What follows belongs to an exercise in optimizing a design on an open flow for small area, a short achievable clock period and few clock cycles; a production flow would make more cautious choices.
Function was checked by simulation only, so behaviour that the tests miss may differ from the original.

File: design/flow/config.mk
export PLATFORM = sky130hd
export DESIGN_NAME = execute_md
export DESIGN_NICKNAME = execute_md
export VERILOG_FILES = /design/flow/design.v
export SDC_FILE = /design/flow/constraint.sdc
export NUM_CORES = 4
export LEC_CHECK = 0
export CAP_MARGIN = 20
export CORE_MARGIN = 2
export CORE_UTILIZATION = 40
export SETUP_SLACK_MARGIN = 0.5
export SLEW_MARGIN = 20
File: design/flow/constraint.sdc
create_clock -name core_clock -period 12.0 [get_ports {clk}]
set_input_delay 2.4000 -clock core_clock [delete_from_list [all_inputs] [get_ports {clk}]]
set_output_delay 2.4000 -clock core_clock [all_outputs]
set_load 0.01 [all_outputs]
File: design/flow/design.v
package execute_pkg;
    typedef enum logic [1:0] {
        MD_NONE = 2'b00,
        MD_MUL  = 2'b01,
        MD_UDIV = 2'b10,
        MD_SDIV = 2'b11
    } md_op_t;
    typedef enum logic [1:0] {
        IDLE,
        RUN,
        FIX,
        DONE
    } md_state_t;
    localparam logic [1:0] SRC_REG = 2'b00;
    localparam logic [1:0] SRC_IMM = 2'b01;
    localparam logic [3:0] ALU_AND  = 4'b0000;
    localparam logic [3:0] ALU_ORR  = 4'b0001;
    localparam logic [3:0] ALU_ADD  = 4'b0010;
    localparam logic [3:0] ALU_SUB  = 4'b0110;
    localparam logic [3:0] ALU_PASS = 4'b0111;
    localparam logic [3:0] ALU_NOR  = 4'b1100;
endpackage
module md_iter #(
    parameter int N = 64
) (
    input  logic         clk,
    input  logic         reset,
    input  logic         start,
    input  execute_pkg::md_op_t op,
    input  logic [N-1:0] a,
    input  logic [N-1:0] b,
    input  logic         flush,
    output logic         busy,
    output logic         done,
    output logic         zero,
    output logic [N-1:0] result
);
    localparam int W = N + 3;    
    execute_pkg::md_state_t state;
    logic [N-1:0] R;             
    logic [N-1:0] Q;             
    logic [W-1:0] D;             
    logic [6:0]   j;             
    logic         bneg;          
    logic         use_r;         
    logic idle, is_mul, sdiv, qneg;
    assign idle   = (state == execute_pkg::IDLE);
    assign is_mul = (op == execute_pkg::MD_MUL);
    assign sdiv   = (op == execute_pkg::MD_SDIV);
    assign qneg   = sdiv && (a[N-1] ^ b[N-1]);
    logic [N-1:0] a_x, b_x;
    logic [6:0]   la, lb;
    logic [7:0]   jtop;
    logic         div_none, b_neg_in;
    logic [W-1:0] bsx;
    always_comb begin
        b_neg_in = sdiv && b[N-1];
        a_x = (sdiv && a[N-1]) ? ~a : a;    
        b_x = b_neg_in ? ~b : b;            
        la = '0;
        lb = '0;
        for (int i = 0; i < N; i++) begin
            if (a_x[i]) la = 7'(i + 1);
            if (b_x[i]) lb = 7'(i + 1);
        end
        if (sdiv && a[N-1]) la = la + 7'd1;    
        jtop     = {1'b0, la} - {1'b0, lb};
        div_none = (b == '0) || jtop[7];
        bsx      = b_neg_in ? {{(W-N){1'b1}}, b} : {{(W-N){1'b0}}, b};
    end
    logic [8:0]   win;           
    logic [N-1:0] m, pp [4], s1, c1, s2, c2, s3, c3;
    logic [3:0]   neg;
    logic         mul_last;      
    logic [W-1:0] dsh;
    always_comb begin
        win = idle ? {b[7:0], 1'b0} : D[8:0];
        m   = idle ? a : Q;
        for (int i = 0; i < 4; i++) begin
            logic b2, b1, b0, one, two;
            logic [N-1:0] y;
            b0  = win[2*i];
            b1  = win[2*i+1];
            b2  = win[2*i+2];
            one = b1 ^ b0;
            two = (b2 & ~b1 & ~b0) | (~b2 & b1 & b0);
            y   = one ? m : two ? (m << 1) : '0;
            pp[i]  = (b2 ? ~(y << (2 * i)) : (y << (2 * i)));
            neg[i] = b2;
        end
        s1 = (idle ? '0 : R) ^ pp[0] ^ pp[1];
        c1 = {(((idle ? '0 : R) & pp[0]) | ((idle ? '0 : R) & pp[1]) | (pp[0] & pp[1])), neg[0]};
        s2 = s1 ^ c1 ^ pp[2];
        c2 = {((s1 & c1) | (s1 & pp[2]) | (c1 & pp[2])), neg[1]};
        s3 = s2 ^ c2 ^ pp[3];
        c3 = {((s2 & c2) | (s2 & pp[3]) | (c2 & pp[3])), neg[2]};
        dsh      = idle ? {{(W-N-1){b[N-1]}}, b, 1'b0} : D;
        mul_last = (dsh[W-1:8] == '0) || (dsh[W-1:8] == '1);
    end
    logic [W-1:0] d0, sum1, x, y, sum2;
    logic         cin, q1, q0;
    logic [N-1:0] r1, r0;
    always_comb begin
        sum1 = {{(W-N){1'b0}}, R} + (bneg ? D : ~D) + W'(!bneg);
        q1   = ~sum1[W-1];
        r1   = q1 ? sum1[N-1:0] : R;
        d0 = {D[W-1], D[W-1:1]};
        if (is_mul) begin
            x = {{(W-N){1'b0}}, s3}; y = {{(W-N){1'b0}}, c3}; cin = neg[3];
        end else if (idle) begin                          
            x = '0; y = ~{{(W-N){1'b0}}, a}; cin = 1'b1;
        end else if (state == execute_pkg::FIX) begin    
            x = '0; y = ~{{(W-N){1'b0}}, Q}; cin = 1'b1;
        end else begin                                   
            x = {{(W-N){1'b0}}, r1}; y = bneg ? d0 : ~d0; cin = ~bneg;
        end
        sum2 = x + y + W'(cin);
        q0   = ~sum2[W-1];
        r0   = q0 ? sum2[N-1:0] : r1;
    end
    assign busy   = reset && !flush &&
                    ((idle && start) || state == execute_pkg::RUN || state == execute_pkg::FIX);
    assign done   = (state == execute_pkg::DONE);
    assign result = use_r ? R : Q;
    assign zero   = use_r ? (R == '0) : (Q == '0);
    always_ff @(posedge clk or negedge reset) begin
        if (!reset) begin
            state <= execute_pkg::IDLE;
        end else if (flush) begin
            state <= execute_pkg::IDLE;
        end else begin
            case (state)
                execute_pkg::IDLE:
                    if (start) state <= (is_mul ? !mul_last : !div_none) ? execute_pkg::RUN : execute_pkg::DONE;
                execute_pkg::RUN:
                    if (is_mul ? mul_last : (j == 7'd1))
                        state <= (!is_mul && qneg) ? execute_pkg::FIX : execute_pkg::DONE;
                execute_pkg::FIX: state <= execute_pkg::DONE;
                default: state <= execute_pkg::IDLE;
            endcase
        end
    end
    always_ff @(posedge clk) begin
        case (state)
            execute_pkg::IDLE: begin
                use_r <= is_mul;
                bneg  <= b_neg_in;
                j     <= jtop[6:0] | 7'd1;
                if (is_mul) begin
                    R <= sum2[N-1:0];
                    Q <= a << 8;
                    D <= {{8{dsh[W-1]}}, dsh[W-1:8]};
                end else begin
                    R <= (sdiv && a[N-1]) ? sum2[N-1:0] : a;
                    Q <= '0;
                    D <= bsx << (jtop[6:0] | 7'd1);
                end
            end
            execute_pkg::RUN: begin
                if (is_mul) begin
                    R <= sum2[N-1:0];
                    Q <= Q << 8;
                    D <= {{8{D[W-1]}}, D[W-1:8]};
                end else begin
                    R <= r0;
                    Q <= {Q[N-3:0], q1, q0};
                    D <= {{2{D[W-1]}}, D[W-1:2]};
                    j <= j - 7'd2;
                end
            end
            execute_pkg::FIX: begin
                R     <= sum2[N-1:0];
                use_r <= 1'b1;
            end
            default: ;
        endcase
    end
endmodule
module execute_md #(
    parameter int N = 64
) (
    input  logic         clk,
    input  logic         reset,
    input  logic         valid_E,
    input  logic         flush_E,
    input  logic [1:0]   AluSrc,
    input  logic [3:0]   AluControl,
    input  logic [1:0]   MdOp,
    input  logic [N-1:0] PC_E,
    input  logic [N-1:0] signImm_E,
    input  logic [N-1:0] readData1_E,
    input  logic [N-1:0] readData2_E,
    input  logic [N-1:0] readData3_E,
    output logic [N-1:0] PCBranch_E,
    output logic [N-1:0] aluResult_E,
    output logic [N-1:0] writeData_E,
    output logic         zero_E,
    output logic         stall_E
);
    logic [N-1:0] src_b, yb, sum, logic_y, alu_y, md_res;
    logic         md_busy, md_done, md_zero, sub, addsub, zero_as, zero_alu;
    always_comb begin
        src_b  = (AluSrc == execute_pkg::SRC_REG) ? readData2_E : (AluSrc == execute_pkg::SRC_IMM) ? signImm_E : readData3_E;
        sub    = (AluControl == execute_pkg::ALU_SUB);
        addsub = sub || (AluControl == execute_pkg::ALU_ADD);
        yb     = src_b ^ {N{sub}};
        sum    = readData1_E + yb + N'(sub);
        case (AluControl)
            execute_pkg::ALU_AND:  logic_y = readData1_E & src_b;
            execute_pkg::ALU_ORR:  logic_y = readData1_E | src_b;
            execute_pkg::ALU_PASS: logic_y = src_b;
            execute_pkg::ALU_NOR:  logic_y = ~(readData1_E | src_b);
            default:  logic_y = '0;
        endcase
        alu_y = addsub ? sum : logic_y;
        zero_as  = ((readData1_E ^ yb) == {readData1_E[N-2:0] | yb[N-2:0], sub});
        zero_alu = addsub ? zero_as : (logic_y == '0);
    end
    assign PCBranch_E  = PC_E + (signImm_E << 2);
    assign writeData_E = readData2_E;
    assign aluResult_E = md_done ? md_res : alu_y;
    assign zero_E      = md_done ? md_zero : zero_alu;
    assign stall_E     = md_busy;
    md_iter #(.N(N)) u_md (
        .clk    (clk),
        .reset  (reset),
        .start  (valid_E && MdOp != execute_pkg::MD_NONE),
        .op     (execute_pkg::md_op_t'(MdOp)),
        .a      (readData1_E),
        .b      (readData2_E),
        .flush  (flush_E),
        .busy   (md_busy),
        .done   (md_done),
        .zero   (md_zero),
        .result (md_res)
    );
endmodule
File: design/flow/run.sh
#!/bin/bash
# synth_recipe.tcl (not shown) runs the flow's synth.tcl, then flattens the netlist and writes it again
# the make line also repeats each setting of config.mk as NAME=value (left out here)
make -C /OpenROAD-flow-scripts/flow DESIGN_CONFIG=/design/flow/config.mk WORK_HOME=/design/flow/orfs CLKGATE_MAP_FILE= SYNTH_SCRIPT=/design/flow/synth_recipe.tcl finish
==> reports/qor.csv, run 1 <==
metric,value,unit
outcome,timing/DRC/antenna clean,
Post-DRT Antenna Nets,0,
IO Port Bufs,521,
"Cell Area, Synth",58500,um2
RSZ-0062 raised after global routing,false,
post-route cell area,66500,um2
clk_skew,0.0429,ns
"count leader, synth",nand2_1,
grt total ovfl,0,
Crit path arrival time,8.92,ns
GP Congestion,1.05,
# H-tree levels,1,
worst-case clock buffer depth,3,
dominant cell type by area after synthesis,edfxtp_1,
max layer used,met5,
die area,149000,um2
Post-synth top flop,edfxtp_1,
worst-path maximum fanout,8,
CP top delay family,compound AO/OA/AOI/OAI gates,
Commonest cells post-synth,"nand2_1 (903), a21oi_1 (727), o21ai_0 (706)",
largest net degree at the start of global routing,178,
CTS Sinks,205,
Worst Path Buf+Inv,4,
drt pass-1 iters,8,
DRC,0,
footprint of the multi-input gates,47500,um2
actual slew at the worst max-slew pin,1.25,ns
Worst setup SP type,primary input,
Vias,69400,
placed cell area,65500,um2
Die X,386,um
met2 routed WL,144,mm
Clock transition at path regs,0.06,ns
final wirelength,346,mm
YS warnings,3,
Initial Utilization,0.402,
Max Cap Violations,0,
routed wl met3,39.7,mm
Gate Count Post-Synth,8353,
HPWL after DPL,273,mm
max-slew violations,0,
synthesized area per cell,7.00,um2
Fin Setup TNS,0,ns
Tot GR Track Use,0.443,
number of synthesized register bits,205,
data required time at the worst endpoint,9.60,ns
syn_nets,9205,
CP max-delay cell,clkdlybuf4s50_1,
Post-synth EDFFs,203,
synth top area cells,"edfxtp_1 (10%), ha_1 (7.0%), fa_1 (6.7%), a21oi_1 (6.2%), xnor2_1 (6.1%)",
antenna violations before repair,32,
Layout Nets,9233,
Clk Tree Root Cell,clkbuf_16,
Final min period,11.32,ns
final hold violations,0,
Peak Freq,88.3,MHz
wire length on met1,135,mm
Iter 0 DRT Violations,9345,
Worst-Skew Late Latency,0.61,ns
TritonCTS Buffers,25,
Rows,140,
Ports,526,
Critical Path Sink Type,output pin,
Synth cell types,100,
Fill cells,15000,
CTS tree,built,
drt via density,6.72,
crit share post-route,0.944,
post-synthesis sequential area ratio,0.105,
ys async rst share,0.00976,
Slowest Stage Delay on Critical Path,0.74,ns
register area,6150,um2
hold crit path type,reg -> reg,
Synth top area share,0.104,
cells along the critical path,clkdlybuf4s50_1 -> mux2i_1 -> nor2_1 -> a21oi_1 -> xnor2_1 -> inv_1 -> ha_1 -> o21ai_0 -> a211o_1 -> o41ai_2 -> a21oi_1 -> o31ai_1 -> o221ai_1 -> buf_4 -> o21ai_2 -> a22oi_1 -> a2111oi_1 -> nor2_1 -> xor2_1 -> o21ai_1 -> clkdlybuf4s50_1,
final setup fails,0,
layout cells sized above 1,0.0615,
vias in the first global route,64000,
wire length per cell,33.5,um
"Area growth, synth to finish",13.7,%
first-pass GRT wire length,479,mm
Core Area,145000,um2
CP Class,in -> out,
Die Height,386,um
Worst slew margin,0.160,
[placed cells by master, fill, tap and decap left out, types with 50 or more instances in the layout]
cell and n:
nand2_1 900, a21oi_1 723, o21ai_0 705, nor2_1 526, clkdlybuf4s50_1 517, inv_1 425
xnor2_1 402, buf_4 331, mux2i_1 327, ha_1 321, nor3_1 226, nand3_1 221
o22ai_1 221, a31oi_1 211, edfxtp_1 203, a22oi_1 195, fa_1 194, maj3_1 174
a21o_1 105, a211oi_1 102, xor2_1 99, nand4_1 93, nor4_1 92, o221ai_1 83
a22o_1 74, nand2b_1 65, o21a_1 59, o311ai_0 57, nor2b_1 52, a21boi_1 50
[final timing paths]
check / startpoint / endpoint / slack (ns) / cells after the start
max: readData2_E[18] / aluResult_E[59] / 0.68 / 21
min: u_md.j[1] / u_md.j[1] / 0.62 / 1
max reg2reg: u_md.bneg / u_md.R[63] / 1.70 / 31
min reg2reg: u_md.j[1] / u_md.j[1] / 0.62 / 1
max in group asynchronous: reset / u_md.state[0] / 9.78 / 1
min in group asynchronous: reset / u_md.state[1] / 2.03 / 1
[stage by stage]
| step | hold slack (ns) | setup slack [ns] | instances | util |
|---|---|---|---|---|
| after detailed placement | 0.610 | 0.652 | 10300 | 0.451 |
| after global routing | 0.642 | 0.528 | 10300 | 0.457 |
| after global placement | 0.610 | 0.740 | 10300 | 0.450 |
| after floorplan | 0.551 | 1.90 | 8353 | - |
| final | 0.624 | 0.676 | 10300 | 0.457 |
| after CTS | 0.618 | 0.637 | 10300 | 0.457 |
[state kept, by name, indices dropped and copies added (netlist names)]
signal and count:
u_md.R 64, u_md.Q 64, u_md.D 67, u_md.bneg 1
u_md.state 2, u_md.j 6, u_md.use_r 1
[cells by family after synthesis]
| kind of cell | share of synthesized area |
|---|---|
| fa+ha+maj | 0.166 |
| compound gates | 0.318 |
| xor+xnor | 0.0761 |
| mux | 0.0631 |
| buf+inv | 0.0889 |
| simple gates | 0.182 |
| flops | 0.105 |
[layer usage]
layer / GRT usage / vias to the layer above
met1: 0.573 / 33500
met4: 0.291 / 20
met5: 0.00195 / -
li1: - / 30600
met2: 0.651 / 4568
met3: 0.109 / 827
[repair_timing]
action,in CTS,in global routing
buffers inserted,0,3
hold endpoints to repair,0,0
hold buffers,0,0
gates resized for setup,0,5
setup endpoints to repair,0,7
[cell type report]
cell class,count,share of cell area
antenna,13,0.000489
sequential,205,0.0925
timing repair buffer,863,0.119
tap,1917,0.0361
inverter,432,0.0246
clock inverter,15,0.00307
multi-input combinational,6854,0.714
clock buffer,31,0.0101
Testbench counts, summed over its fixed seeds: cycles 12,772.
==> run 2: changes to the inputs <==
--- a/design/flow/config.mk
+++ b/design/flow/config.mk
@@ -6,4 +6,5 @@
 export NUM_CORES = 4
 export LEC_CHECK = 0
+export ABC_AREA = 1
 export CAP_MARGIN = 20
 export CORE_MARGIN = 2
==> reports/qor.csv, run 2 <==
metric,value,unit,change
"Core Util, Final",0.520,,+0.0632
ys async rst share,0.00976,,unchanged
final hold violations,0,,unchanged
Clk Tree Root Cell,clkbuf_16,,
clk_skew,0.0248,ns,-0.0181 ns
Fill cells,12600,,-16%
Crit. Startpoint,u_md.bneg,,
fin cells,10200,,-1.5%
Post-synth top flop,edfxtp_1,,
CTS tree,built,,
actual slew at the worst max-slew pin,1.24,ns,-0.00983 ns
Vias,62400,,-10%
Die X,359,um,-7.1%
Commonest cells post-synth,"nand2_1 (1425), inv_1 (832), o21ai_0 (813)",,
CP max-delay cell,edfxtp_1,,
Gate Count Post-Synth,7652,,-8.4%
hold crit path type,reg -> reg,,
RR Startpoint,u_md.bneg,,
largest net degree at the start of global routing,96,,-46%
Post-DRT Antenna Nets,0,,unchanged
synth top area cells,"xor2_1 (12%), edfxtp_1 (12%), nand2_1 (11%), o21ai_0 (8.1%), ha_1 (8.1%)",,
Peak Freq,83.0,MHz,-6.0%
"Cell Area, Synth",50400,um2,-14%
antenna violations before repair,17,,-47%
final wirelength,283,mm,-18%
syn_nets,8504,,-7.6%
max reg flops,67,,unchanged
vias in the first global route,58200,,-9.1%
Max Cap Violations,0,,unchanged
# H-tree levels,1,,unchanged
dominant cell type by area after synthesis,xor2_1,,
Die Height,359,um,-7.1%
Worst slew margin,0.164,,+0.00375
Critical Path Sink Type,flip-flop,,
final worst slack,-0.0450,ns,-0.721 ns
"count leader, synth",nand2_1,,
post-synthesis sequential area ratio,0.122,,+0.0168
drt via density,6.13,,-8.8%
cts hold-fix bufs,0,,unchanged
wire length per cell,27.8,um,-17%
die area,129000,um2,-14%
Final min period,12.05,ns,+0.721 ns
crit share post-route,1.00,,+0.0601
outcome,finished with violations,,
DRC,0,,unchanged
register name with the most flops,u_md.D,,
SO Viols,setup timing,,
Crit path arrival time,12.54,ns,+3.62 ns
worst-case clock buffer depth,3,,unchanged
Slowest Stage Delay on Critical Path,0.43,ns,-0.31 ns
"Area growth, synth to finish",29.4,%,
number of synthesized register bits,205,,unchanged
Worst-Skew Late Latency,0.66,ns,+0.05 ns
Worst setup SP type,flip-flop,,
synthesized area per cell,6.58,um2,-5.9%
Tot GR Track Use,0.411,,-0.0318
first-pass GRT wire length,397,mm,-17%
Ports,526,,unchanged
Post-synth EDFFs,203,,unchanged
Clock transition at path regs,0.07,ns,about the same
Placed Instances,9905,,-3.5%
CTS Sinks,205,,unchanged
Core Area,125000,um2,-14%
Synth top area share,0.124,,+0.0196
Most Frequent Cell on Critical Path,buf_4,,
GP Congestion,1.08,,+2.5%
final setup fails,9,,+9
data required time at the worst endpoint,12.49,ns,+2.89 ns
IO Port Bufs,521,,unchanged
Rows,130,,-7.1%
"leading cell type in the layout, fill and taps excluded",nand2_1,,
most frequent cells in the layout,"nand2_1 (1349), inv_1 (805), buf_4 (731), o21ai_0 (730), xor2_1 (692)",,
grt total ovfl,0,,unchanged
CP Class,reg -> reg,,
YS warnings,3,,unchanged
layout cells sized above 1,0.154,,+0.0929
worst hold start,u_md.Q[21],,
drt pass-1 iters,9,,+1
Synth cell types,72,,-28%
RSZ-0062 raised after global routing,true,,
max-slew violations,0,,unchanged
TritonCTS Buffers,30,,+20%
Layout Nets,9341,,+1.2%
worst-path maximum fanout,6,,-2
Regs by FF count,"u_md.D: 67 flops, u_md.Q: 64 flops, u_md.R: 64 flops",,
Iter 0 DRT Violations,8191,,-12%
Initial Utilization,0.402,,about the same
HPWL after DPL,220,mm,-20%
==> run 2: layout make-up <==
class | count | area, um2 | share of cell area
multi-input combinational | 6070 | 40700 | 0.625
inverter | 850 | 3210 | 0.0493
sequential | 205 | 6150 | 0.0943
timing repair buffer | 1332 | 12000 | 0.184
antenna | 15 | 37.5 | 0.000576
tap | 1650 | 2060 | 0.0317
clock inverter | 18 | 228 | 0.00349
clock buffer | 35 | 769 | 0.0118
==> run 2: worst paths after layout <==
check | to | slack (ns) | depth (start not counted)
max reg2reg | u_md.R[35] | -0.05 | 95
max | u_md.R[35] | -0.05 | 95
max in group asynchronous | u_md.state[1] | 9.66 | 1
min | u_md.Q[29] | 0.59 | 2
min reg2reg | u_md.Q[29] | 0.59 | 2
min in group asynchronous | u_md.state[0] | 2.05 | 1
==> run 2: critical path, delay by kind of cell, from the launching register on <==
family | cells | cell delay (ns)
fa+ha+maj | 2 | 0.66
buf+inv | 47 | 5.88
xor+xnor | 2 | 0.29
compound gates | 18 | 2.28
flops | 1 | 0.43
simple gates | 26 | 2.27
==> run 2: timing repair <==
action                                 4_1_cts  5_1_grt
gates cloned                                 3        9
setup endpoints to repair                   98      140
resized for setup                          181      456
endpoints found under the hold margin        0        0
pin swaps                                   49      219
setup buffers                              100       89
==> run 2: stage by stage <==
| stage | setup TNS, ns | worst slack [ns] | cell area (um2) | hold WS (ns) |
|---|---|---|---|---|
| 2_1_floorplan | 0 | 0.555 | 50400 | 0.522 |
| 3_3_place_gp | -35.58 | -0.576 | 60200 | 0.569 |
| 3_5_place_dp | -37.29 | -0.580 | 60200 | 0.573 |
| 4_1_cts | 0 | 0.426 | 62600 | 0.590 |
| 5_1_grt | -24.22 | -0.469 | 65200 | 0.627 |
| 6_report | -0.197 | -0.0450 | 65200 | 0.593 |
==> run 2: metal layers <==
layer / share of wire / vias to the layer above / track usage / routed length, um
met4: 0.057 / 4 / 0.181 / 16100
met2: 0.42 / 4104 / 0.624 / 119000
li1: - / 27800 / - / -
met5: 0.000081 / - / 0 / 23
met3: 0.12 / 725 / 0.104 / 34700
met1: 0.40 / 29800 / 0.549 / 113000
==> run 2: cell families (layout without fill, tap and decap cells) <==
| group | after synthesis | after routing | share of synthesized area |
|---|---|---|---|
| buffers and inverters | 1377 | 2235 | 0.111 |
| multiplexers | 2 | 2 | 0.000397 |
| XOR/XNOR | 812 | 812 | 0.142 |
| flip-flops | 205 | 205 | 0.122 |
| other | 0 | 15 | 0 |
| AND/OR/NAND/NOR | 2383 | 2383 | 0.194 |
| adder cells (fa/ha/maj) | 520 | 520 | 0.158 |
| AO/OA/AOI/OAI | 2353 | 2353 | 0.272 |
==> run 3: changes to the inputs <==
--- a/design/flow/config.mk
+++ b/design/flow/config.mk
@@ -6,8 +6,7 @@
 export NUM_CORES = 4
 export LEC_CHECK = 0
-export ABC_AREA = 1
 export CAP_MARGIN = 20
 export CORE_MARGIN = 2
 export CORE_UTILIZATION = 40
-export SETUP_SLACK_MARGIN = 0.5
+export SETUP_SLACK_MARGIN = 2.5
 export SLEW_MARGIN = 20
==> reports/qor.csv, run 3 <==
metric,value,unit,change
YS warnings,3,,unchanged
clk_skew,0.0195,ns,-0.00524 ns
Placement Setup Slack,0.754,ns,+1.33 ns
Synth Area in Simple Gates,0.182,,-0.0120
Crit. Startpoint,signImm_E[32],,
drt pass-1 iters,7,,-2
"Area growth, synth to finish",18.7,%,
max reg flops,67,,unchanged
register name with the most flops,u_md.D,,
Critical Path Sink Type,output pin,,
CP max-delay cell,clkdlybuf4s50_1,,
post-synthesis sequential area ratio,0.105,,-0.0168
Worst slew margin,0.241,,+0.0774
most frequent cells in the layout,"nand2_1 (897), o21ai_0 (671), a21oi_1 (645), nor2_1 (521), clkdlybuf4s50_1 (420)",,
Vias,70800,,+13%
first-pass GRT wire length,477,mm,+20%
CTS Sinks,205,,unchanged
crit share post-route,0.796,,-0.208
xor/xnor share of the synthesized area,0.0761,,-0.0654
CTS tree,built,,
CP Class,in -> out,,
syn_nets,9205,,+8.2%
synth top area cells,"edfxtp_1 (10%), ha_1 (7.0%), fa_1 (6.7%), a21oi_1 (6.2%), xnor2_1 (6.1%)",,
Post-DRT Antenna Nets,0,,unchanged
antenna violations before repair,36,,+19
Clock transition at path regs,0.07,ns,about the same
synthesized area per cell,7.00,um2,+6.3%
worst-case clock buffer depth,3,,unchanged
Ports,526,,unchanged
data required time at the worst endpoint,9.60,ns,-2.89 ns
layout cells sized above 1,0.105,,-0.0499
Core Area,145000,um2,+16%
Fill cells,14800,,+18%
# H-tree levels,1,,unchanged
final setup fails,0,,-9
cells along the critical path,clkdlybuf4s50_1 -> mux2i_1 -> nor2_1 -> a21oi_2 -> xnor2_1 -> inv_1 -> ha_1 -> a21o_1 -> a21o_1 -> nor2b_1 -> a31oi_1 -> o31ai_2 -> o221ai_1 -> buf_4 -> o21ai_4 -> buf_6 -> a311oi_1 -> buf_4 -> nor2b_2 -> o41ai_2 -> a31oi_1 -> o21ai_1 -> buf_2,,
Layout Nets,9326,,-0.16%
"count leader, synth",nand2_1,,
largest net degree at the start of global routing,110,,+15%
Peak Freq,105,MHz,+26%
grt total ovfl,0,,unchanged
dominant cell type by area after synthesis,edfxtp_1,,
Post-synth EDFFs,203,,unchanged
Rows,140,,+7.7%
final hold violations,0,,unchanged
drt via density,6.79,,+11%
HPWL after DPL,270,mm,+23%
die area,149000,um2,+16%
crit path capture,aluResult_E[63],,
Crit path arrival time,7.15,ns,-5.39 ns
TritonCTS Buffers,23,,-23%
IO Port Bufs,521,,unchanged
Die X,386,um,+7.6%
RSZ-0062 raised after global routing,true,,
"Cell Area, Synth",58500,um2,+16%
Fin Setup TNS,0,ns,+0.197 ns
largest family of logic cells by synthesized area,compound AO/OA/AOI/OAI gates,,
worst r2r path cells,30,,-68%
final wirelength,346,mm,+22%
RR Startpoint,u_md.state[0],,
Clk Tree Root Cell,clkbuf_16,,
vias in the first global route,64500,,+11%
Regs by FF count,"u_md.D: 67 flops, u_md.Q: 64 flops, u_md.R: 64 flops",,
Iter 0 DRT Violations,10300,,+26%
outcome,timing/DRC/antenna clean,,
"leading cell type in the layout, fill and taps excluded",nand2_1,,
wire length per cell,33.2,um,+19%
Synth cell types,100,,+39%
GP Congestion,1.10,,+1.6%
Worst-Skew Late Latency,0.59,ns,-0.07 ns
actual slew at the worst max-slew pin,1.13,ns,-0.109 ns
Slowest Stage Delay on Critical Path,0.63,ns,+0.20 ns
post-synthesis compound-gate area fraction,0.318,,+0.0459
Max Cap Violations,0,,unchanged
mux contribution to synthesized area,0.0631,,+0.0627
Synth top area share,0.104,,-0.0196
hold crit path type,reg -> reg,,
worst-path maximum fanout,6,,unchanged
Die Height,386,um,+7.6%
Initial Utilization,0.402,,about the same
Reg2Reg Capture Point,u_md.R[63],,
Tot GR Track Use,0.440,,+0.0288
Final min period,9.55,ns,-2.49 ns
number of synthesized register bits,205,,unchanged
ys async rst share,0.00976,,unchanged
post-synthesis adder-cell area fraction,0.166,,+0.00797
DRC,0,,unchanged
max-slew violations,0,,unchanged
Worst setup SP type,primary input,,
Worst R2R Setup Slack,2.57,ns,+2.62 ns
Post-synth top flop,edfxtp_1,,
Gate Count Post-Synth,8353,,+9.2%
final worst slack,2.45,ns,+2.49 ns
Commonest cells post-synth,"nand2_1 (903), a21oi_1 (727), o21ai_0 (706)",,
==> run 3: cell count changes after synthesis, sizes merged, moves of 171 or more <==
cell,delta
mux2i,+330
a31oi,+171
o21ai,-188
xor2,-612
nand2,-531
maj3,+174
clkbuf,+307
xnor2,+306
inv,-409
==> run 3: cell type report <==
type	count	area, um2	area share
timing repair buffer	956	9250	0.133
antenna	22	55.1	0.000793
inverter	432	1660	0.0239
multi-input combinational	6856	49200	0.709
tap	1917	2400	0.0346
clock inverter	13	105	0.00151
sequential	205	6150	0.0886
clock buffer	26	587	0.00846
==> run 3: metrics by stage <==
stage | utilization | area (um2) | cells | hold WS (ns)
floorplan | - | 58500 | 8353 | 0.551
detailed placement | 0.450 | 65400 | 10300 | 0.620
finish | 0.477 | 69400 | 10400 | 0.625
global route | 0.477 | 69400 | 10400 | 0.658
CTS | 0.464 | 67500 | 10300 | 0.629
global placement | 0.450 | 65400 | 10300 | 0.611
==> run 3: repair_timing <==
action                                  4_1_cts  5_1_grt
resized for setup                           339      299
setup buffers                                41       58
hold buffers                                  0        0
cloned                                        3        7
endpoints found under the setup margin      173      172
pin swaps                                    25       56
==> run 3: worst min path at each step <==
stage | start | end | slack (ns) | cells past startpoint
2_1_floorplan | u_md.state[0] | u_md.state[0] | 0.55 | 2
3_3_place_gp | u_md.j[1] | u_md.j[1] | 0.61 | 1
3_5_place_dp | u_md.j[1] | u_md.j[1] | 0.62 | 1
4_1_cts | u_md.j[1] | u_md.j[1] | 0.63 | 1
5_1_grt | u_md.j[1] | u_md.j[1] | 0.66 | 1
6_report | u_md.j[1] | u_md.j[1] | 0.63 | 1
==> run 3: kinds of logic after synthesis <==
group | Yosys count
compound gates | 2945
xor+xnor | 506
fa+ha+maj | 694
buf+inv | 1294
flops | 205
mux | 361
simple gates | 2348
==> run 3: layer usage <==
layer / global-route usage / wire length, um
met1: 0.570 / 133000
met3: 0.113 / 42000
met5: 0 / 139
met2: 0.641 / 142000
met4: 0.293 / 28300
==> run 3: critical path, delay by kind of cell <==
kind / cells / cell delay, ns
compound gates: 11 / 2.26
buf+inv: 6 / 1.38
fa+ha+maj: 1 / 0.39
simple gates: 3 / 0.26
mux: 1 / 0.24
xor+xnor: 1 / 0.19
==> run 4: changes to the inputs <==
--- a/design/flow/design.v
+++ b/design/flow/design.v
@@ -33,4 +33,5 @@
     output logic         busy,
     output logic         done,
+    output logic         quick,      
     output logic         zero,
     output logic [N-1:0] result
@@ -119,6 +120,7 @@
         r0   = q0 ? sum2[N-1:0] : r1;
     end
+    assign quick  = idle && !is_mul && div_none;
     assign busy   = reset && !flush &&
-                    ((idle && start) || state == execute_pkg::RUN || state == execute_pkg::FIX);
+                    ((idle && start && !quick) || state == execute_pkg::RUN || state == execute_pkg::FIX);
     assign done   = (state == execute_pkg::DONE);
     assign result = use_r ? R : Q;
@@ -132,5 +134,5 @@
             case (state)
                 execute_pkg::IDLE:
-                    if (start) state <= (is_mul ? !mul_last : !div_none) ? execute_pkg::RUN : execute_pkg::DONE;
+                    if (start && !quick) state <= (is_mul && mul_last) ? execute_pkg::DONE : execute_pkg::RUN;
                 execute_pkg::RUN:
                     if (is_mul ? mul_last : (j == 7'd1))
@@ -199,5 +201,5 @@
 );
     logic [N-1:0] src_b, yb, sum, logic_y, alu_y, md_res;
-    logic         md_busy, md_done, md_zero, sub, addsub, zero_as, zero_alu;
+    logic         md_busy, md_done, md_quick, md_zero, sub, addsub, zero_as, zero_alu, md_sel;
     always_comb begin
         src_b  = (AluSrc == execute_pkg::SRC_REG) ? readData2_E : (AluSrc == execute_pkg::SRC_IMM) ? signImm_E : readData3_E;
@@ -219,6 +221,7 @@
     assign PCBranch_E  = PC_E + (signImm_E << 2);
     assign writeData_E = readData2_E;
-    assign aluResult_E = md_done ? md_res : alu_y;
-    assign zero_E      = md_done ? md_zero : zero_alu;
+    assign md_sel      = md_done || (md_quick && valid_E && MdOp != execute_pkg::MD_NONE);
+    assign aluResult_E = md_sel ? (md_done ? md_res : '0) : alu_y;
+    assign zero_E      = md_sel ? (md_done ? md_zero : 1'b1) : zero_alu;
     assign stall_E     = md_busy;
     md_iter #(.N(N)) u_md (
@@ -232,4 +235,5 @@
         .busy   (md_busy),
         .done   (md_done),
+        .quick  (md_quick),
         .zero   (md_zero),
         .result (md_res)
==> design/flow/flow/run.sh (new file) <==
#!/bin/bash
set -euo pipefail
export BUFFER_PORTS_ARGS="-buffer_cell sky130_fd_sc_hd__buf_2"
bash standard.sh > standard_flow.log 2>&1
==> design/flow/standard.sh (new file) <==
#!/bin/bash
# synth_recipe.tcl (not shown) runs the flow's synth.tcl, then flattens the netlist and writes it again
# the make line also repeats each setting of config.mk as NAME=value (left out here)
make -C /OpenROAD-flow-scripts/flow DESIGN_CONFIG=/design/flow/config.mk WORK_HOME=/design/flow/orfs CLKGATE_MAP_FILE= SYNTH_SCRIPT=/design/flow/synth_recipe.tcl "${@:-finish}"
removed: design/flow/run.sh
==> reports/qor.csv, run 4 <==
metric,value,unit,change
final wirelength,358,mm,+3.6%
Clock transition at path regs,0.08,ns,about the same
antenna violations before repair,58,,+61%
die area,152000,um2,+1.9%
Iter 0 DRT Violations,10300,,-0.51%
final hold violations,0,,unchanged
number of synthesized register bits,205,,unchanged
final worst slack,2.48,ns,+0.0327 ns
Vias,71500,,+1.0%
"Cell Area, Synth",59600,um2,+1.9%
worst r2r path cells,32,,+6.7%
Hold EP,u_md.j[1],,
Tot GR Track Use,0.446,,+0.00636
worst hold start,u_md.j[1],,
Worst slew margin,0.183,,-0.0583
Synth top area share,0.102,,-0.00196
drt via density,6.89,,+1.5%
first-pass GRT wire length,494,mm,+3.6%
most frequent cells in the layout,"nand2_1 (806), o21ai_0 (744), a21oi_1 (680), nor2_1 (527), buf_2 (473)",,
Clk Tree Root Cell,clkbuf_16,,
Slowest Stage Delay on Critical Path,0.34,ns,-0.29 ns
grt total ovfl,0,,unchanged
Hold Path Cell Cnt,1,,unchanged
Placement Setup Slack,0.737,ns,-0.0169 ns
Die X,390,um,+0.94%
"count leader, synth",nand2_1,,
actual slew at the worst max-slew pin,1.21,ns,+0.0828 ns
Max Cap Violations,0,,unchanged
IO Port Bufs,521,,unchanged
Initial Utilization,0.403,,+0.000912
Post-synth top flop,edfxtp_1,,
Rows,141,,+0.71%
Core Area,148000,um2,+1.7%
Post-DRT Antenna Nets,0,,unchanged
Crit path arrival time,7.12,ns,-0.03 ns
Commonest cells post-synth,"nand2_1 (814), o21ai_0 (796), a21oi_1 (743)",,
max reg flops,67,,unchanged
dominant cell type by area after synthesis,edfxtp_1,,
DRC,0,,unchanged
Post-synth EDFFs,203,,unchanged
CTS tree,built,,
"Area growth, synth to finish",12.5,%,
worst-path maximum fanout,22,,+16
RR Startpoint,u_md.bneg,,
TritonCTS Buffers,24,,+4.3%
Synth cell types,103,,+3.0%
Worst R2R Setup Slack,2.55,ns,-0.02 ns
Placed Instances,10200,,-0.39%
Worst setup SP type,primary input,,
Fin Setup TNS,0,ns,unchanged
synthesized area per cell,7.08,um2,+1.1%
RSZ-0062 raised after global routing,true,,
register name with the most flops,u_md.D,,
drt pass-1 iters,7,,unchanged
Fill cells,15300,,+3.3%
hold crit path type,reg -> reg,,
syn_nets,9272,,+0.73%
ys async rst share,0.00976,,unchanged
largest net degree at the start of global routing,167,,+52%
Most Frequent Cell on Critical Path,o22ai_1,,
Reg2Reg Capture Point,u_md.R[57],,
clk_skew,0.0187,ns,-0.000816 ns
synth top area cells,"edfxtp_1 (10%), ha_1 (6.8%), o21ai_0 (6.7%), fa_1 (6.6%), a21oi_1 (6.2%)",,
data required time at the worst endpoint,9.60,ns,about the same
post-synthesis sequential area ratio,0.103,,-0.00198
crit share post-route,0.793,,-0.00272
Worst-Skew Late Latency,0.60,ns,about the same
GP Congestion,1.05,,-4.5%
final setup fails,0,,unchanged
fin cells,10400,,-0.48%
WHS,0.632,ns,+0.00658 ns
cts hold-fix bufs,0,,unchanged
"leading cell type in the layout, fill and taps excluded",nand2_1,,
vias in the first global route,65500,,+1.6%
worst-case clock buffer depth,3,,unchanged
Gate Count Post-Synth,8420,,+0.80%
CP Class,in -> out,,
Critical Path Sink Type,output pin,,
HPWL after DPL,274,mm,+1.6%
Layout Nets,9242,,-0.90%
layout cells sized above 1,0.151,,+0.0464
Die Height,390,um,+0.94%
Final min period,9.52,ns,-0.0327 ns
outcome,timing/DRC/antenna clean,,
wire length per cell,34.5,um,+4.1%
YS warnings,3,,unchanged
CTS Sinks,205,,unchanged
Regs by FF count,"u_md.D: 67 flops, u_md.Q: 64 flops, u_md.R: 64 flops",,
Peak Freq,105,MHz,+0.34%
# H-tree levels,1,,unchanged
Ports,526,,unchanged
CP max-delay cell,ha_4,,
max-slew violations,0,,unchanged
## run 4: cell types whose count changed after synthesis, sizes merged, moves of 32 or more
cell | previous run | this run
nand2 | 904 | 815
xor2 | 101 | 144
mux2 | 27 | 82
a211oi | 103 | 68
nand3 | 222 | 182
xnor2 | 405 | 365
a21boi | 84 | 16
o21ai | 723 | 813
a21o | 105 | 137
a22o | 74 | 23
nand2b | 68 | 125
mux2i | 332 | 366
## run 4: final cells by class
| type | instances | area [um2] | share of cell area |
|---|---|---|---|
| antenna | 40 | 100 | 0.00149 |
| tap | 1930 | 2410 | 0.0360 |
| sequential | 205 | 6150 | 0.0917 |
| clock buffer | 28 | 637 | 0.00951 |
| multi-input combinational | 6932 | 50300 | 0.750 |
| inverter | 426 | 1650 | 0.0246 |
| clock inverter | 15 | 180 | 0.00269 |
| timing repair buffer | 801 | 5590 | 0.0835 |
## run 4: worst max-delay path by stage
| stage | startpoint | endpoint | slack, ns | depth (start not counted) |
|---|---|---|---|---|
| floorplan | readData2_E[3] | u_md.R[63] | 2.52 | 27 |
| global placement | MdOp[0] | aluResult_E[34] | 0.72 | 23 |
| detailed placement | MdOp[0] | aluResult_E[34] | 0.74 | 23 |
| CTS | MdOp[1] | aluResult_E[34] | 2.49 | 30 |
| global route | MdOp[0] | aluResult_E[54] | 2.39 | 30 |
| finish | MdOp[1] | aluResult_E[54] | 2.48 | 27 |
## run 4: cell families after synthesis
kind of cell | synth area share
multiplexers | 0.0796
adder cells (fa/ha/maj) | 0.163
flip-flops | 0.103
AO/OA/AOI/OAI | 0.316
AND/OR/NAND/NOR | 0.176
buffers and inverters | 0.0874
XOR/XNOR | 0.0751
## run 4: routing by layer
metal  vias to the layer above  share of wire  track usage
met1                     34600           0.38        0.560
met3                      1103           0.12        0.116
met4                        26          0.086        0.318
met2                      4961           0.42        0.662
met5                         -        0.00046            0
li1                      30800              -            -
## run 4: per-stage QoR
step                 util  area [um2]
finish              0.453       67000
global route        0.453       66900
CTS                 0.442       65400
detailed placement  0.426       63000
global placement    0.426       63000
floorplan               -       59600
## run 4: worst max-delay path, delay by kind of cell
kind	cells	cell delay, ns
adders and majority gates	1	0.34
buffers and inverters	5	0.90
AOI/OAI and AO/OA	16	2.61
and+or+nand+nor	5	0.84
## run 4: what timing repair did
| action | in CTS | in global routing |
|---|---|---|
| buffers inserted | 35 | 29 |
| cloned | 9 | 5 |
| endpoints found under the setup margin | 134 | 134 |
| pin swaps | 34 | 39 |
| gates resized for setup | 253 | 262 |
Testbench counts of run 4, summed over its fixed seeds: cycles 12,386.
==> run 5: changes to the inputs <==
--- a/design/flow/design.v
+++ b/design/flow/design.v
@@ -65,5 +65,5 @@
             if (b_x[i]) lb = 7'(i + 1);
         end
-        if (sdiv && a[N-1]) la = la + 7'd1;    
+        if (sdiv && a[N-1] && ((a_x >> 1) & ~a_x) == '0) la = la + 7'd1;
         jtop     = {1'b0, la} - {1'b0, lb};
         div_none = (b == '0) || jtop[7];
@@ -74,4 +74,6 @@
     logic [3:0]   neg;
     logic         mul_last;      
+    logic [2:0]   ca, cb;        
+    logic         swap;          
     logic [W-1:0] dsh;
     always_comb begin
@@ -98,4 +100,13 @@
         dsh      = idle ? {{(W-N-1){b[N-1]}}, b, 1'b0} : D;
         mul_last = (dsh[W-1:8] == '0) || (dsh[W-1:8] == '1);
+        ca = '0;
+        cb = '0;
+        for (int c = 0; c < 7; c++) begin
+            logic [N-1:0] k;
+            k = {N{1'b1}} << (8 * c + 7);
+            if ((a & k) != k && (a & k) != '0) ca = 3'(c + 1);
+            if ((b & k) != k && (b & k) != '0) cb = 3'(c + 1);
+        end
+        swap = ({1'b0, ca} + 4'd1) < {1'b0, cb};
     end
     logic [W-1:0] d0, sum1, x, y, sum2;
@@ -134,5 +145,5 @@
             case (state)
                 execute_pkg::IDLE:
-                    if (start && !quick) state <= (is_mul && mul_last) ? execute_pkg::DONE : execute_pkg::RUN;
+                    if (start && !quick) state <= (is_mul && mul_last && !swap) ? execute_pkg::DONE : execute_pkg::RUN;
                 execute_pkg::RUN:
                     if (is_mul ? mul_last : (j == 7'd1))
@@ -144,37 +155,39 @@
     end
     always_ff @(posedge clk) begin
-        case (state)
-            execute_pkg::IDLE: begin
-                use_r <= is_mul;
-                bneg  <= b_neg_in;
-                j     <= jtop[6:0] | 7'd1;
-                if (is_mul) begin
-                    R <= sum2[N-1:0];
-                    Q <= a << 8;
-                    D <= {{8{dsh[W-1]}}, dsh[W-1:8]};
-                end else begin
-                    R <= (sdiv && a[N-1]) ? sum2[N-1:0] : a;
-                    Q <= '0;
-                    D <= bsx << (jtop[6:0] | 7'd1);
-                end
+        if (idle) begin
+            j <= jtop[6:0] | 7'd1;
+            if (is_mul && swap) begin
+                R <= '0;
+                Q <= b;
+                D <= {{(W-N-1){a[N-1]}}, a, 1'b0};
+            end else if (is_mul) begin
+                R <= sum2[N-1:0];
+                Q <= a << 8;
+                D <= {{8{dsh[W-1]}}, dsh[W-1:8]};
+            end else begin
+                R <= (sdiv && a[N-1]) ? sum2[N-1:0] : a;
+                Q <= '0;
+                D <= bsx << (jtop[6:0] | 7'd1);
             end
-            execute_pkg::RUN: begin
-                if (is_mul) begin
-                    R <= sum2[N-1:0];
-                    Q <= Q << 8;
-                    D <= {{8{D[W-1]}}, D[W-1:8]};
-                end else begin
-                    R <= r0;
-                    Q <= {Q[N-3:0], q1, q0};
-                    D <= {{2{D[W-1]}}, D[W-1:2]};
-                    j <= j - 7'd2;
-                end
+        end else begin
+            j <= j - 7'd2;
+            if (is_mul) begin
+                R <= sum2[N-1:0];
+                Q <= Q << 8;
+                D <= {{8{D[W-1]}}, D[W-1:8]};
+            end else begin
+                R <= (state == execute_pkg::RUN) ? r0 : sum2[N-1:0];
+                Q <= {Q[N-3:0], q1, q0};
+                D <= {{2{D[W-1]}}, D[W-1:2]};
             end
-            execute_pkg::FIX: begin
-                R     <= sum2[N-1:0];
-                use_r <= 1'b1;
-            end
-            default: ;
-        endcase
+        end
+    end
+    always_ff @(posedge clk) begin
+        if (idle) begin
+            use_r <= is_mul;
+            bneg  <= b_neg_in;
+        end else if (state == execute_pkg::FIX) begin
+            use_r <= 1'b1;
+        end
     end
 endmodule
==> reports/qor.csv, run 5 <==
metric,value,unit,change
Rows,136,,-3.5%
Fin Setup TNS,0,ns,unchanged
Commonest cells post-synth,"a21oi_1 (968), nand2_1 (872), o21ai_0 (845)",,
Peak Freq,101,MHz,-3.4%
RSZ-0062 raised after global routing,true,,
Worst-Skew Late Latency,0.58,ns,-0.02 ns
CTS Sinks,205,,unchanged
antenna violations before repair,59,,+1.7%
final hold violations,0,,unchanged
synthesized area per cell,6.61,um2,-6.5%
GP Congestion,1.10,,+5.2%
"count leader, synth",a21oi_1,,
max-slew violations,0,,unchanged
Iter 0 DRT Violations,10600,,+3.6%
final setup fails,0,,unchanged
clk_skew,0.0155,ns,-0.00327 ns
Synth cell types,88,,-15%
met2 routed WL,149,mm,-0.76%
Gate Count Post-Synth,8432,,+0.14%
worst-path maximum fanout,17,,-23%
max reg flops,67,,unchanged
dominant cell type by area after synthesis,a21oi_1,,
syn_nets,9287,,+0.16%
ys async rst share,0.00976,,unchanged
Crit path arrival time,7.46,ns,+0.34 ns
Die Height,377,um,-3.2%
Critical Path Sink Type,output pin,,
worst hold start,u_md.j[1],,
Crit. Startpoint,AluSrc[0],,
Ports,526,,unchanged
wire length on met1,135,mm,-0.49%
register name with the most flops,u_md.D,,
wire length per cell,35.8,um,+3.8%
layout cells sized above 1,0.131,,-0.0201
outcome,timing/DRC/antenna clean,,
Tot GR Track Use,0.496,,+0.0498
most frequent cells in the layout,"a21oi_1 (925), nand2_1 (859), o21ai_0 (749), nor2_1 (631), buf_2 (500)",,
max layer used,met5,,
"leading cell type in the layout, fill and taps excluded",a21oi_1,,
first-pass GRT wire length,511,mm,+3.4%
YS warnings,3,,unchanged
Post-synth EDFFs,3,,-99%
actual slew at the worst max-slew pin,1.33,ns,+0.121 ns
Worst setup SP type,primary input,,
post-synthesis sequential area ratio,0.0743,,-0.0288
TritonCTS Buffers,23,,-4.2%
drt via density,7.08,,+2.8%
RR Startpoint,u_md.bneg,,
die area,142000,um2,-6.3%
Clock transition at path regs,0.06,ns,-0.02 ns
data required time at the worst endpoint,9.60,ns,about the same
# H-tree levels,1,,unchanged
Worst slew margin,0.111,,-0.0720
Core Area,138000,um2,-6.8%
placed cell area,59500,um2,-5.6%
Vias,73200,,+2.4%
Post-synth top flop,dfxtp_1,,
DRC,0,,unchanged
vias in the first global route,66900,,+2.1%
Clk Tree Root Cell,clkbuf_16,,
synth top area cells,"a21oi_1 (8.7%), o21ai_0 (7.6%), ha_1 (7.4%), dfxtp_1 (7.2%), fa_1 (7.0%)",,
Die X,377,um,-3.2%
post-route cell area,62500,um2,-6.7%
hold crit path type,reg -> reg,,
IO Port Bufs,521,,unchanged
"Cell Area, Synth",55800,um2,-6.4%
CTS tree,built,,
Initial Utilization,0.405,,+0.00158
Fill cells,14600,,-4.4%
Regs by FF count,"u_md.D: 67 flops, u_md.Q: 64 flops, u_md.R: 64 flops",,
HPWL after DPL,287,mm,+4.8%
"Area growth, synth to finish",12.1,%,
Final min period,9.86,ns,+0.340 ns
crit share post-route,0.821,,+0.0283
routed wl met3,48.5,mm,+16%
Synth top area share,0.0869,,-0.0154
final wirelength,371,mm,+3.5%
grt total ovfl,0,,unchanged
CP Class,in -> out,,
Placement Setup Slack,1.13,ns,+0.397 ns
Post-DRT Antenna Nets,0,,unchanged
Layout Nets,9345,,+1.1%
Max Cap Violations,0,,unchanged
final worst slack,2.14,ns,-0.340 ns
largest net degree at the start of global routing,145,,-13%
number of synthesized register bits,205,,unchanged
drt pass-1 iters,7,,unchanged
worst-case clock buffer depth,3,,unchanged
## run 5: layout make-up
type | instances | area, um2 | share of cell area
Antenna cell | 43 | 108 | 0.00172
Clock buffer | 31 | 688 | 0.0110
Inverter | 482 | 1820 | 0.0292
Sequential cell | 205 | 4140 | 0.0663
Tap cell | 1794 | 2240 | 0.0359
Clock inverter | 9 | 116 | 0.00186
Timing Repair Buffer | 786 | 5260 | 0.0842
Multi-Input combinational cell | 6992 | 48100 | 0.770
## run 5: per-stage QoR
step	hold WS, ns	instances	util
after floorplan	0.439	8432	-
after global placement	0.458	10200	0.431
after detailed placement	0.468	10200	0.431
after CTS	0.476	10300	0.445
after global routing	0.494	10300	0.453
final	0.473	10300	0.454
## run 5: critical path: stages
cell       delay [ns]
buf_16           0.18
bufbuf_16        0.37
mux2i_2          0.53
o21ai_0          0.39
maj3_1           0.44
a21oi_1          0.33
o22ai_1          0.52
nor4_1           0.33
nand4_1          0.61
nor4_1           0.48
a31oi_1          0.22
a21boi_4         0.44
buf_6            0.19
## run 5: worst paths after layout
check	end	slack (ns)	depth (start not counted)
max	zero_E	2.14	13
min	u_md.j[1]	0.47	1
max reg2reg	u_md.R[2]	2.73	35
min reg2reg	u_md.j[1]	0.47	1
max in group asynchronous	u_md.state[1]	10.13	1
min in group asynchronous	u_md.state[0]	1.67	1
## run 5: per-layer routing
metal	GRT usage	vias up
met2	0.711	6081
met3	0.151	1465
met5	0	-
met4	0.415	24
met1	0.605	34900
li1	-	30800
## run 5: cell families after synthesis
family / count (synthesis) / synth area share
AO/OA/AOI/OAI: 3245 / 0.353
buffers and inverters: 1241 / 0.0887
AND/OR/NAND/NOR: 2301 / 0.187
multiplexers: 341 / 0.0620
XOR/XNOR: 511 / 0.0804
flip-flops: 205 / 0.0743
adder cells (fa/ha/maj): 588 / 0.155
## run 5: timing repair
| item | 4_1_cts | 5_1_grt |
|---|---|---|
| endpoints found under the hold margin | 0 | 0 |
| pin swaps | 35 | 70 |
| resized for setup | 159 | 171 |
| setup buffers | 23 | 23 |
| cloned | 7 | 11 |
| hold buffers | 0 | 0 |
| setup endpoints to repair | 131 | 130 |
Testbench counts of run 5, summed over its fixed seeds: cycles 11,895.

-- re-timing with driven ports --
How much do the figures lean on ideal ports? The routed layouts below were timed once more, with nothing changed but the port constraints. Step 1 sets driving cells, clkbuf_16 on the clock port and buf_2 on the other inputs (assumed; they add their load-dependent delay and slew). Step 2 moves the port delays by t, midway between the first and last clock arrival at a register: inputs arrive t later, outputs are due t later. That takes back most of the time a late clock gives input paths. a / b / c = ideal ports / drivers / drivers and shift; a / b = the first two.
run | t, ns | setup slack, ns | worst slew at a driven data input, ns
run 1 | 0.657 | 0.676 / 0.649 / 0.649 | 0.19
run 2 | 0.710 | -0.045 / -0.045 / -0.056 | 0.15
run 3 | 0.640 | 2.449 / 2.428 / 1.869 | 0.20
run 4 | 0.667 | 2.482 / 2.342 / 2.034 | 0.23
run 5 | 0.641 | 2.142 / 1.939 / 1.939 | 0.24
The setup slack of run 3, which loses most, moves by -0.021 ns with the drivers and by -0.580 ns with both steps.
